Source: an optimization exercise on an open RTL-to-GDS flow (aim: small area). Production flows keep margins and buffers that such runs may drop.
The RTL was checked by simulation tests, not by an equivalence proof against the original design.

Design aes_req_arbiter, start of the top module:
module aes_req_arbiter
#(
  parameter int N_REQ      = 4,
  parameter int LATENCY    = 41,
  parameter int FIFO_DEPTH = 8
) (
  input  logic                          clock,
  input  logic                          reset_n,
  input  logic [N_REQ-1:0]              i_req_valid,
  input  logic [N_REQ*BLOCK_W-1:0]      i_req_state,
  input  logic [N_REQ*BLOCK_W-1:0]      i_req_key,
  output logic [N_REQ-1:0]              o_req_ready,
  output logic                          o_core_tx_en,
  output logic [BLOCK_W-1:0]            o_core_state,
  output logic [BLOCK_W-1:0]            o_core_key,
  input  logic                          i_core_tx_en,
  input  logic [BLOCK_W-1:0]            i_core_state,
  output logic                          o_rsp_valid,
  output logic [$clog2(N_REQ)-1:0]      o_rsp_id,
  output logic [BLOCK_W-1:0]            o_rsp_state,
  input  logic                          i_rsp_ready,
  output logic [$clog2(FIFO_DEPTH):0]   o_outstanding,
  output logic                          o_err
);
  localparam int ID_W  = $clog2(N_REQ);
  localparam int CNT_W = $clog2(FIFO_DEPTH) + 1;
  localparam int PTR_W = $clog2(FIFO_DEPTH);
  ...
Size in the first run: ~1400 flip-flops, about 1600 I/O pins, roughly 0.051 sq mm of cells after synthesis.
Settings: LEC_CHECK=0, CAP_MARGIN=0, CORE_AREA=5 5 445 445, CTS_BUF_LIST=sky130_fd_sc_hd__clkbuf_16, CTS_CLUSTER_DIAMETER=120, CTS_CLUSTER_SIZE=22, DIE_AREA=0 0 450 450, SLEW_MARGIN=0; clock period 7.0 ns.
standard.sh (not shown) runs the stock make flow with config.mk's settings and CLKGATE_MAP_FILE= SYNTH_SCRIPT=/design/flow/synth_recipe.tcl, a recipe that flattens the netlist after the stock synthesis.
==> flow/flow/run.sh <==
#!/bin/bash
# Standard ORFS layout, with every port buffered by the smallest buffer cell.
set -euo pipefail
export BUFFER_PORTS_ARGS="-buffer_cell sky130_fd_sc_hd__buf_1"
bash standard.sh > standard_flow.log 2>&1
The starting point passed the timing, design-rule and antenna checks.
Rerun with:
==> flow/flow/run.sh (replaced) <==
#!/bin/bash
# Standard ORFS layout, with every port buffered by the smallest buffer cell.
# IO pins go on the top and bottom edges (met2), one routing track apart.
set -euo pipefail
export BUFFER_PORTS_ARGS="-buffer_cell sky130_fd_sc_hd__buf_1"
export PLACE_PINS_ARGS="-min_distance 1 -min_distance_in_tracks -exclude left:* -exclude right:*"
bash standard.sh > standard_flow.log 2>&1
==> flow/config.mk (replaced) <==
export PLATFORM = sky130hd
export DESIGN_NAME = aes_req_arbiter
export DESIGN_NICKNAME = aes_req_arbiter
export VERILOG_FILES = /design/flow/design.v
export SDC_FILE = /design/flow/constraint.sdc
export NUM_CORES = 4
export LEC_CHECK = 0
export CAP_MARGIN = 20
export CORE_AREA = 5 5 435 245
export CTS_BUF_LIST = sky130_fd_sc_hd__clkbuf_8
export CTS_CLUSTER_DIAMETER = 100
export CTS_CLUSTER_SIZE = 50
export DIE_AREA = 0 0 440 250
export SLEW_MARGIN = 20
Outcome: With this change the flow stopped in global routing (5_1_grt) (GRT-0116); area after synthesis does not change; synthesized cell count does not change.
Rerun with:
==> flow/flow/run.sh (replaced) <==
#!/bin/bash
# Standard ORFS layout, with every port buffered by the smallest buffer cell.
set -euo pipefail
export BUFFER_PORTS_ARGS="-buffer_cell sky130_fd_sc_hd__buf_1"
bash standard.sh > standard_flow.log 2>&1
--- a/flow/config.mk
+++ b/flow/config.mk
@@ -8,7 +8,7 @@
 export CAP_MARGIN = 20
-export CORE_AREA = 5 5 435 245
+export CORE_AREA = 5 5 445 445
 export CTS_BUF_LIST = sky130_fd_sc_hd__clkbuf_8
-export CTS_CLUSTER_DIAMETER = 100
-export CTS_CLUSTER_SIZE = 50
-export DIE_AREA = 0 0 440 250
+export CTS_CLUSTER_DIAMETER = 40
+export CTS_CLUSTER_SIZE = 12
+export DIE_AREA = 0 0 450 450
 export SLEW_MARGIN = 20
Result: Now the flow produced a clean layout. Synthesized cell count does not change. Area after synthesis is unchanged.
Rerun with:
==> flow/config.mk (replaced) <==
export PLATFORM = sky130hd
export DESIGN_NAME = aes_req_arbiter
export DESIGN_NICKNAME = aes_req_arbiter
export VERILOG_FILES = /design/flow/design.v
export SDC_FILE = /design/flow/constraint.sdc
export NUM_CORES = 4
export LEC_CHECK = 0
export CAP_MARGIN = 0
export CORE_AREA = 5 5 445 445
export CTS_BUF_LIST = sky130_fd_sc_hd__clkbuf_16
export CTS_CLUSTER_DIAMETER = 100
export CTS_CLUSTER_SIZE = 20
export DIE_AREA = 0 0 450 450
export SLEW_MARGIN = 0
Outcome:
- Now the flow finished but fails on antenna violations
- routed wire length decreases slightly
- clock skew decreases by 0.098 ns
- via count decreases by a few percent
- cell area is lower by a few percent
- global-route usage went down by 0.20 points
- synthesized cell count does not change
- non-clock buffer count stays the same

pine:
The RTL this note starts from:
==> flow/design.v <==
package def_pkg;
  localparam int BLOCK_W = 128;
  typedef logic [BLOCK_W-1:0] block;
endpackage
module aes_rsp_fifo
#(
  parameter int DEPTH = 8,
  parameter int WIDTH = 130
) (
  input  logic                     clock,
  input  logic                     reset_n,
  input  logic                     push,
  input  logic [WIDTH-1:0]         push_data,
  input  logic                     pop,
  output logic [WIDTH-1:0]         pop_data,
  output logic                     valid
);
  logic [WIDTH-1:0] mem [DEPTH];
  logic [DEPTH-1:0] wr_oh;
  logic [DEPTH-1:0] rd_oh;
  logic [DEPTH-1:0] rd_next;
  assign rd_next = {rd_oh[DEPTH-2:0], rd_oh[DEPTH-1]};
  always_comb begin
    pop_data = '0;
    for (int i = 0; i < DEPTH; i++)
      pop_data = pop_data | (mem[i] & {WIDTH{rd_oh[i]}});
  end
  always_ff @(posedge clock) begin
    for (int i = 0; i < DEPTH; i++)
      if (push && wr_oh[i]) mem[i] <= push_data;
  end
  always_ff @(posedge clock or negedge reset_n) begin
    if (!reset_n) begin
      wr_oh <= DEPTH'(1);
      rd_oh <= DEPTH'(1);
      valid <= 1'b0;
    end else begin
      if (push) wr_oh <= {wr_oh[DEPTH-2:0], wr_oh[DEPTH-1]};
      if (pop)  rd_oh <= rd_next;
      if (push)                           valid <= 1'b1;
      else if (pop && rd_next == wr_oh)   valid <= 1'b0;
    end
  end
endmodule
import def_pkg::*;
module aes_req_arbiter
#(
  parameter int N_REQ      = 4,
  parameter int LATENCY    = 41,
  parameter int FIFO_DEPTH = 8
) (
  input  logic                          clock,
  input  logic                          reset_n,
  input  logic [N_REQ-1:0]              i_req_valid,
  input  logic [N_REQ*BLOCK_W-1:0]      i_req_state,
  input  logic [N_REQ*BLOCK_W-1:0]      i_req_key,
  output logic [N_REQ-1:0]              o_req_ready,
  output logic                          o_core_tx_en,
  output logic [BLOCK_W-1:0]            o_core_state,
  output logic [BLOCK_W-1:0]            o_core_key,
  input  logic                          i_core_tx_en,
  input  logic [BLOCK_W-1:0]            i_core_state,
  output logic                          o_rsp_valid,
  output logic [$clog2(N_REQ)-1:0]      o_rsp_id,
  output logic [BLOCK_W-1:0]            o_rsp_state,
  input  logic                          i_rsp_ready,
  output logic [$clog2(FIFO_DEPTH):0]   o_outstanding,
  output logic                          o_err
);
  localparam int ID_W  = $clog2(N_REQ);
  localparam int CNT_W = $clog2(FIFO_DEPTH) + 1;
  localparam int PTR_W = $clog2(FIFO_DEPTH);
  logic [ID_W-1:0]    rr_ptr;
  logic [ID_W-1:0]    gnt_id;
  logic               gnt_any;
  logic               credit_ok;
  logic [BLOCK_W-1:0] gnt_state;
  logic [BLOCK_W-1:0] gnt_key;
  logic [LATENCY-1:0] tag_v;
  logic               expect_rsp;
  logic               push;
  logic               pop;
  logic [ID_W-1:0]    iq     [FIFO_DEPTH];
  logic [PTR_W-1:0]   iq_wp;
  logic [PTR_W-1:0]   iq_rp;
  assign credit_ok = ~o_outstanding[CNT_W-1];
  always_comb begin
    gnt_any     = 1'b0;
    gnt_id      = '0;
    o_req_ready = '0;
    for (int i = 0; i < N_REQ; i++) begin
      logic [ID_W-1:0] idx_b;
      idx_b = rr_ptr + ID_W'(i);
      if (!gnt_any && i_req_valid[idx_b] && credit_ok && reset_n) begin
        gnt_any = 1'b1;
        gnt_id  = idx_b;
      end
    end
    if (gnt_any) o_req_ready[gnt_id] = 1'b1;
  end
  always_comb begin
    gnt_state = '0;
    gnt_key   = '0;
    for (int r = 0; r < N_REQ; r++) begin
      if (o_req_ready[r]) begin
        gnt_state = gnt_state | i_req_state[r*BLOCK_W +: BLOCK_W];
        gnt_key   = gnt_key   | i_req_key[r*BLOCK_W +: BLOCK_W];
      end
    end
  end
  always_ff @(posedge clock) begin
    o_core_state <= gnt_state;
    o_core_key   <= gnt_key;
  end
  always_ff @(posedge clock or negedge reset_n) begin
    if (!reset_n) begin
      rr_ptr       <= '0;
      o_core_tx_en <= 1'b0;
      tag_v        <= '0;
    end else begin
      if (gnt_any) rr_ptr <= gnt_id + ID_W'(1);
      o_core_tx_en <= gnt_any;
      tag_v        <= {tag_v[LATENCY-2:0], o_core_tx_en};
    end
  end
  assign expect_rsp = tag_v[LATENCY-1];
  always_ff @(posedge clock) begin
    if (gnt_any) iq[iq_wp] <= gnt_id;
  end
  always_ff @(posedge clock or negedge reset_n) begin
    if (!reset_n) begin
      iq_wp <= '0;
      iq_rp <= '0;
    end else begin
      if (gnt_any)    iq_wp <= iq_wp + PTR_W'(1);
      if (expect_rsp) iq_rp <= iq_rp + PTR_W'(1);
    end
  end
  assign push = i_core_tx_en & expect_rsp;
  assign pop  = o_rsp_valid & i_rsp_ready;
  always_ff @(posedge clock or negedge reset_n) begin
    if (!reset_n) begin
      o_err         <= 1'b0;
      o_outstanding <= '0;
    end else begin
      if (i_core_tx_en != expect_rsp) o_err <= 1'b1;
      if (gnt_any && !pop)      o_outstanding <= o_outstanding + CNT_W'(1);
      else if (!gnt_any && pop) o_outstanding <= o_outstanding - CNT_W'(1);
    end
  end
  aes_rsp_fifo #(
    .DEPTH (FIFO_DEPTH),
    .WIDTH (ID_W + BLOCK_W)
  ) u_rsp_fifo (
    .clock     (clock),
    .reset_n   (reset_n),
    .push      (push),
    .push_data ({iq[iq_rp], i_core_state}),
    .pop       (pop),
    .pop_data  ({o_rsp_id, o_rsp_state}),
    .valid     (o_rsp_valid)
  );
endmodule
Settings: LEC_CHECK=0, CAP_MARGIN=20, CORE_AREA=5 5 435 245, CTS_BUF_LIST=sky130_fd_sc_hd__clkbuf_4 sky130_fd_sc_hd__clkbuf_8, CTS_CLUSTER_DIAMETER=60, CTS_CLUSTER_SIZE=30, DIE_AREA=0 0 440 250, SLEW_MARGIN=20; clock period 7.0 ns.
==> flow/flow/run.sh <==
#!/bin/bash
# Standard ORFS layout, with every port buffered by the smallest buffer cell.
# IO pins go on the top and bottom edges (met2), one routing track apart.
set -euo pipefail
export BUFFER_PORTS_ARGS="-buffer_cell sky130_fd_sc_hd__buf_1"
export PLACE_PINS_ARGS="-min_distance 1 -min_distance_in_tracks -exclude left:* -exclude right:*"
bash standard.sh > standard_flow.log 2>&1
pine never completed, since it errored out during global routing.
The following lists how maple was set up differently from pine:
Settings: DIE_AREA: 0 0 440 250 -> 0 0 450 450; CORE_AREA: 5 5 435 245 -> 5 5 445 445; CTS_CLUSTER_SIZE: 30 -> 20; CTS_BUF_LIST: sky130_fd_sc_hd__clkbuf_4 sky130_fd_sc_hd__clkbuf_8 -> sky130_fd_sc_hd__clkbuf_16; CTS_CLUSTER_DIAMETER: 60 -> 100.
==> flow/flow/run.sh <==
#!/bin/bash
# Standard ORFS layout, with every port buffered by the smallest buffer cell.
set -euo pipefail
export BUFFER_PORTS_ARGS="-buffer_cell sky130_fd_sc_hd__buf_1"
bash standard.sh > standard_flow.log 2>&1
==> run summary <==
maple did not stop at any stage, and its layout met the timing, design-rule and antenna checks.
When maple is set beside pine, its worst slack after detailed placement turns out to be 0.12 ns smaller.
In the metrics for maple and pine, the one carrying the higher starting density of the core is pine.
Re synthesized instance count: no difference whatsoever between pine and maple.
Going from pine to maple, floorplan die height rose 80%; placed standard-cell area has increased.
Compared with pine, maple shows floorplan row count higher by 73.
Number of buffers created by CTS grows by more than a quarter when moving from pine to maple.
Going from pine to maple, die outline width grew by a few percent.

[afterwards: timing with drivers on the ports]
The results above use ideal ports. As a check the final layouts listed here were re-extracted and re-timed, cells and wires unchanged.
Step 1: set_driving_cell puts a clkbuf_16 on clock and a buf_2 on each other input, an assumption about the parent block.
Step 2 also shifts input and output timing later by t, the mid clock arrival at the registers, as if the neighbouring blocks saw the same clock.
Slacks: no drivers / after step 1 / after step 2; pairs: no drivers / after step 1.
| run | t (ns) | setup WS [ns] | worst setup path after step 2 | slew at the worst register clock pin (ns) | pins driven straight from the clock port |
|---|---|---|---|---|---|
| the first run of note 1 | 0.802 | 1.448 / 1.404 / 1.357 | input to register | 0.11 / 0.11 | 1 |
| the third run of note 1 | 1.036 | 1.296 / 1.205 / 1.359 | input to register | 0.08 / 0.08 | 1 |
| the fourth run of note 1 | 0.822 | 1.436 / 1.383 / 1.338 | input to register | 0.11 / 0.11 | 1 |
| maple | 0.821 | 1.444 / 1.392 / 1.356 | input to register | 0.11 / 0.11 | 1 |
For the fourth run of note 1, which loses most, drivers alone change the setup slack by -0.053 ns; drivers and shift together by -0.098 ns.
